Context: an optimization exercise on an open-source flow, tuned for small area. The choices shown serve that exercise and are no tape-out recipe. Function was checked by simulation only, so behaviour that the tests miss may differ from the original. Power is estimated from default activity; no workload was simulated.

Design regfile_param, start of the top module:
module regfile_param #(
    parameter int W       = 64,
    parameter int AW      = 5,
    parameter int NRD     = 2,
    parameter bit ZERO_EN = 1'b1,
    parameter bit BYPASS  = 1'b1,
    parameter bit W32_EN  = 1'b1
) (
    input  logic              i_clk,
    input  logic              i_rst,
    input  logic [NRD*AW-1:0] i_raddr,
    output logic [NRD*W-1:0]  o_rout,
    input  logic              i_we,
    input  logic [AW-1:0]     i_wreg,
    input  logic [W-1:0]      i_data,
    input  logic              i_is32,
    output logic              o_ready
);
    localparam int NREG = 31;
    logic [W-1:0]    r_mem [NREG];
    logic [5:0]      r_cnt;
    logic            w_ready;
    logic            w_hi_ok;      
    logic [W-1:0]    w_wdat;       
    logic            w_wr_ok;      
    logic [3:0]      w_wpre_hi;    
    logic [7:0]      w_wpre_lo;    
    logic [NREG-1:0] w_row_we [2];     
    logic [NREG-1:0] w_row_hold [2];   
    logic [W-1:0]    w_mem_d [NREG];
    assign w_ready = r_cnt[5];
    assign o_ready = w_ready;
    always_ff @(posedge i_clk) begin
        if (i_rst)
            r_cnt <= '0;
        else if (!w_ready)
            r_cnt <= r_cnt + 6'd1;
    end
    assign w_hi_ok = w_ready && !i_is32;
    for (genvar b = 0; b < W; b++) begin : g_wdat
        if (b < 32) begin : g_lo
            rf_and2 u_and (.i_a(w_ready), .i_b(i_data[b]), .o_y(w_wdat[b]));
        end else begin : g_hi
            rf_and2 u_and (.i_a(w_hi_ok), .i_b(i_data[b]), .o_y(w_wdat[b]));
        end
    end
    assign w_wr_ok = i_we && w_ready && (i_wreg != 5'd31);
    always_comb begin
        for (int j = 0; j < 4; j++)
            w_wpre_hi[j] = !w_ready || (i_we && (i_wreg[4:3] == 2'(j)));
        for (int m = 0; m < 8; m++)
  ...
Size: roughly 6500 cells after synthesis, about 2000 flip-flops, ~210 I/O pins, ~0.077 mm2 of cells after synthesis.
==> flow/config.mk <==
export PLATFORM = sky130hd
export DESIGN_NAME = regfile_param
export DESIGN_NICKNAME = regfile_param
export VERILOG_FILES = /design/flow/design.v
export SDC_FILE = /design/flow/constraint.sdc
export NUM_CORES = 4
export LEC_CHECK = 0
export CAP_MARGIN = 30
export CORE_MARGIN = 2
export CORE_UTILIZATION = 40
export GPL_TIMING_DRIVEN = 0
export PLACE_DENSITY = 0.5
export SETUP_SLACK_MARGIN = 0.2
export SLEW_MARGIN = 30
export SYNTH_HIERARCHICAL = 1
export SYNTH_MINIMUM_KEEP_SIZE = 0
==> flow/constraint.sdc <==
create_clock -name core_clock -period 7.0 [get_ports {i_clk}]
set_input_delay 1.4000 -clock core_clock [delete_from_list [all_inputs] [get_ports {i_clk}]]
set_output_delay 1.4000 -clock core_clock [all_outputs]
set_load 0.01 [all_outputs]
standard.sh (not shown) runs the stock make flow with config.mk's settings and CLKGATE_MAP_FILE= SYNTH_SCRIPT=/design/flow/synth_recipe.tcl, a recipe that flattens the netlist after the stock synthesis.
==> flow/flow/run.sh <==
#!/bin/bash
# Standard ORFS layout with: high-fanout drivers upsized before global
# placement (flow/upsize.tcl), a lighter clock tree (no dummy loads, small
# clustered leaf buffers), minimum-size port buffers, and global routing that
# keeps more wiring off met1/met2 (flow/fastroute.tcl).
set -euo pipefail
export CTS_ARGS="-sink_clustering_enable -repair_clock_nets -dont_use_dummy_load -buf_list sky130_fd_sc_hd__clkbuf_8 -sink_clustering_size 18 -sink_clustering_max_diameter 60"
export BUFFER_PORTS_ARGS="-buffer_cell sky130_fd_sc_hd__buf_1"
export PRE_GLOBAL_PLACE_TCL="$PWD/flow/upsize.tcl"
export UPSIZE_MIN_FANOUT=8
export FASTROUTE_TCL="$PWD/flow/fastroute.tcl"
bash standard.sh > standard_flow.log 2>&1
==> flow/flow/fastroute.tcl <==
# Global-routing setup: as the platform's, but with less capacity assumed on
# met1/met2 (which the cells' pins already crowd), so the global router moves
# more wiring to met3/met4 and detailed routing converges faster.
set_global_routing_layer_adjustment $::env(MIN_ROUTING_LAYER)-$::env(MAX_ROUTING_LAYER) 0.2
set_global_routing_layer_adjustment met1 0.5
set_global_routing_layer_adjustment met2 0.4

set_routing_layers -clock $::env(MIN_CLK_ROUTING_LAYER)-$::env(MAX_ROUTING_LAYER)
set_routing_layers -signal $::env(MIN_ROUTING_LAYER)-$::env(MAX_ROUTING_LAYER)
==> flow/flow/upsize.tcl <==
# PRE_GLOBAL_PLACE hook: give every driver of a high-fanout signal net its
# drive-strength-4 variant, so that repair_design sizes rather than buffers
# the long select / write-enable / write-data lines.
set block [ord::get_db_block]
set n 0
foreach net [$block getNets] {
  set sig [$net getSigType]
  if {$sig eq "POWER" || $sig eq "GROUND" || $sig eq "CLOCK"} continue
  set loads 0
  set drv ""
  foreach it [$net getITerms] {
    if {[$it isOutputSignal]} { set drv [$it getInst] } else { incr loads }
  }
  if {$loads < $::env(UPSIZE_MIN_FANOUT) || $drv eq ""} continue
  set m [[$drv getMaster] getName]
  if {[regexp {^(sky130_fd_sc_hd__\w+)_[0-9]+$} $m -> base]} {
    set new "${base}_4"
    if {$new ne $m && [[ord::get_db] findMaster $new] ne "NULL"} {
      replace_cell [$drv getName] $new
      incr n
    }
  }
}
puts "upsize: resized $n drivers"
The starting point completed and failed the layout checks on negative setup slack.
Change:
==> flow/flow/run.sh (replaced) <==
#!/bin/bash
# Standard ORFS layout with: high-fanout drivers upsized before global
# placement (flow/upsize.tcl), a lighter clock tree (no dummy loads, small
# clustered leaf buffers), minimum-size port buffers, and a final global
# route that keeps more wiring off met1/met2 (flow/grt_layers.tcl).
set -euo pipefail
export CTS_ARGS="-sink_clustering_enable -repair_clock_nets -dont_use_dummy_load -buf_list sky130_fd_sc_hd__clkbuf_8 -sink_clustering_size 18 -sink_clustering_max_diameter 60"
export BUFFER_PORTS_ARGS="-buffer_cell sky130_fd_sc_hd__buf_1"
export PRE_GLOBAL_PLACE_TCL="$PWD/flow/upsize.tcl"
export UPSIZE_MIN_FANOUT=30
export PRE_GLOBAL_ROUTE_TCL="$PWD/flow/grt_layers.tcl"
bash standard.sh > standard_flow.log 2>&1
==> flow/flow/grt_layers.tcl (new file) <==
# PRE_GLOBAL_ROUTE hook: assume less capacity on met1/met2 (which the cells'
# pins already crowd) for the final global route only, so more wiring goes to
# met3/met4 and detailed routing converges faster. Placement keeps the
# platform's settings.
set_global_routing_layer_adjustment met1 0.5
set_global_routing_layer_adjustment met2 0.4
==> flow/config.mk (replaced) <==
export PLATFORM = sky130hd
export DESIGN_NAME = regfile_param
export DESIGN_NICKNAME = regfile_param
export VERILOG_FILES = /design/flow/design.v
export SDC_FILE = /design/flow/constraint.sdc
export NUM_CORES = 4
export LEC_CHECK = 0
export CAP_MARGIN = 10
export CORE_MARGIN = 2
export CORE_UTILIZATION = 45
export GPL_TIMING_DRIVEN = 0
export SLEW_MARGIN = 10
export SYNTH_HIERARCHICAL = 1
export SYNTH_MINIMUM_KEEP_SIZE = 0
removed: flow/flow/fastroute.tcl
What happened:
- The new run finished but failed the layout checks on max-capacitance violations, max-slew violations, negative setup slack
- wire length is lower by about 3.6%
- clock-buffer cell count is lower by 19
- critical path depth does not change
- synthesized area does not change
- final cell count is lower by about 3%
- worst setup slack gets worse by 0.032 ns
- worst hold slack gets worse by 0.0043 ns
- power is lower by about 2.2%
Change:
==> flow/flow/run.sh (replaced) <==
#!/bin/bash
# Standard ORFS layout with: high-fanout drivers upsized before global
# placement (flow/upsize.tcl), a lighter clock tree (no dummy loads, small
# clustered leaf buffers), minimum-size port buffers, and global routing that
# keeps more wiring off met1/met2 (flow/fastroute.tcl).
set -euo pipefail
export CTS_ARGS="-sink_clustering_enable -repair_clock_nets -dont_use_dummy_load -buf_list sky130_fd_sc_hd__clkbuf_8 -sink_clustering_size 18 -sink_clustering_max_diameter 60"
export BUFFER_PORTS_ARGS="-buffer_cell sky130_fd_sc_hd__buf_1"
export PRE_GLOBAL_PLACE_TCL="$PWD/flow/upsize.tcl"
export UPSIZE_MIN_FANOUT=8
export FASTROUTE_TCL="$PWD/flow/fastroute.tcl"
bash standard.sh > standard_flow.log 2>&1
==> flow/flow/fastroute.tcl (new file) <==
# Global-routing setup: as the platform's, but with less capacity assumed on
# met1/met2 (which the cells' pins already crowd), so the global router moves
# more wiring to met3/met4 and detailed routing converges faster.
set_global_routing_layer_adjustment $::env(MIN_ROUTING_LAYER)-$::env(MAX_ROUTING_LAYER) 0.2
set_global_routing_layer_adjustment met1 0.5
set_global_routing_layer_adjustment met2 0.4

set_routing_layers -clock $::env(MIN_CLK_ROUTING_LAYER)-$::env(MAX_ROUTING_LAYER)
set_routing_layers -signal $::env(MIN_ROUTING_LAYER)-$::env(MAX_ROUTING_LAYER)
--- a/flow/config.mk
+++ b/flow/config.mk
@@ -6,9 +6,10 @@
 export NUM_CORES = 4
 export LEC_CHECK = 0
-export CAP_MARGIN = 10
+export CAP_MARGIN = 20
 export CORE_MARGIN = 2
-export CORE_UTILIZATION = 45
+export CORE_UTILIZATION = 40
 export GPL_TIMING_DRIVEN = 0
-export SLEW_MARGIN = 10
+export PLACE_DENSITY = 0.5
+export SLEW_MARGIN = 20
 export SYNTH_HIERARCHICAL = 1
 export SYNTH_MINIMUM_KEEP_SIZE = 0
removed: flow/flow/grt_layers.tcl
Effect:
- Now the flow completed without violations
- power is higher by 2.2%
- clock power is higher by 6.6%
- utilization is lower by 5.2 points
- first-iteration DRC count is lower by 11%
- worst setup slack is better by 0.22 ns
- sequential cell count does not change
- die area is higher by 12%
- routed wire length is higher by 3.2%
- sequential share of layout area is lower by 0.27 points
- final cell count is higher by 3.2%
- final area is higher by 0.57%
Change:
--- a/flow/flow/run.sh
+++ b/flow/flow/run.sh
@@ -8,5 +8,5 @@
 export BUFFER_PORTS_ARGS="-buffer_cell sky130_fd_sc_hd__buf_1"
 export PRE_GLOBAL_PLACE_TCL="$PWD/flow/upsize.tcl"
-export UPSIZE_MIN_FANOUT=8
+export UPSIZE_MIN_FANOUT=30
 export FASTROUTE_TCL="$PWD/flow/fastroute.tcl"
 bash standard.sh > standard_flow.log 2>&1
--- a/flow/config.mk
+++ b/flow/config.mk
@@ -6,10 +6,10 @@
 export NUM_CORES = 4
 export LEC_CHECK = 0
-export CAP_MARGIN = 20
+export CAP_MARGIN = 10
 export CORE_MARGIN = 2
 export CORE_UTILIZATION = 40
 export GPL_TIMING_DRIVEN = 0
 export PLACE_DENSITY = 0.5
-export SLEW_MARGIN = 20
+export SLEW_MARGIN = 10
 export SYNTH_HIERARCHICAL = 1
 export SYNTH_MINIMUM_KEEP_SIZE = 0
This time the run completed and failed the layout checks on max-capacitance violations, max-slew violations; hold slack got worse by 0.016 ns; register-to-register slack got worse by 0.45 ns; wire length went up by a few percent; synthesized area stays the same.

[port drivers added, routing unchanged]
The results above use ideal ports. As a check the final layouts listed here were re-extracted and re-timed, cells and wires unchanged.
Step 1: set_driving_cell puts a clkbuf_16 on i_clk and a buf_2 on each other input, an assumption about the parent block.
Step 2 also shifts input and output timing later by t, the mid clock arrival at the registers, as if the neighbouring blocks saw the same clock.
Three values: ideal ports, drivers, drivers and shift; two values: the first two.
run | t (ns) | setup WS [ns] | worst hold slack (ns) | latest minus earliest clock arrival (ns) | worst register clock-pin slew, ns
the first run | 1.084 | -0.075 / -0.242 / -0.242 | 0.490 / 0.490 / 0.490 | 0.110 / 0.110 | 0.12 / 0.12
the second run | 1.104 | -0.107 / -0.235 / -0.235 | 0.486 / 0.486 / 0.486 | 0.086 / 0.087 | 0.12 / 0.12
the third run | 1.105 | 0.118 / -0.048 / -0.048 | 0.503 / 0.503 / 0.503 | 0.104 / 0.104 | 0.12 / 0.12
the fourth run | 1.095 | 0.017 / -0.118 / -0.118 | 0.487 / 0.487 / 0.487 | 0.115 / 0.115 | 0.12 / 0.12
For the first run, which loses most, drivers alone change the setup slack by -0.167 ns; drivers and shift together by -0.167 ns.
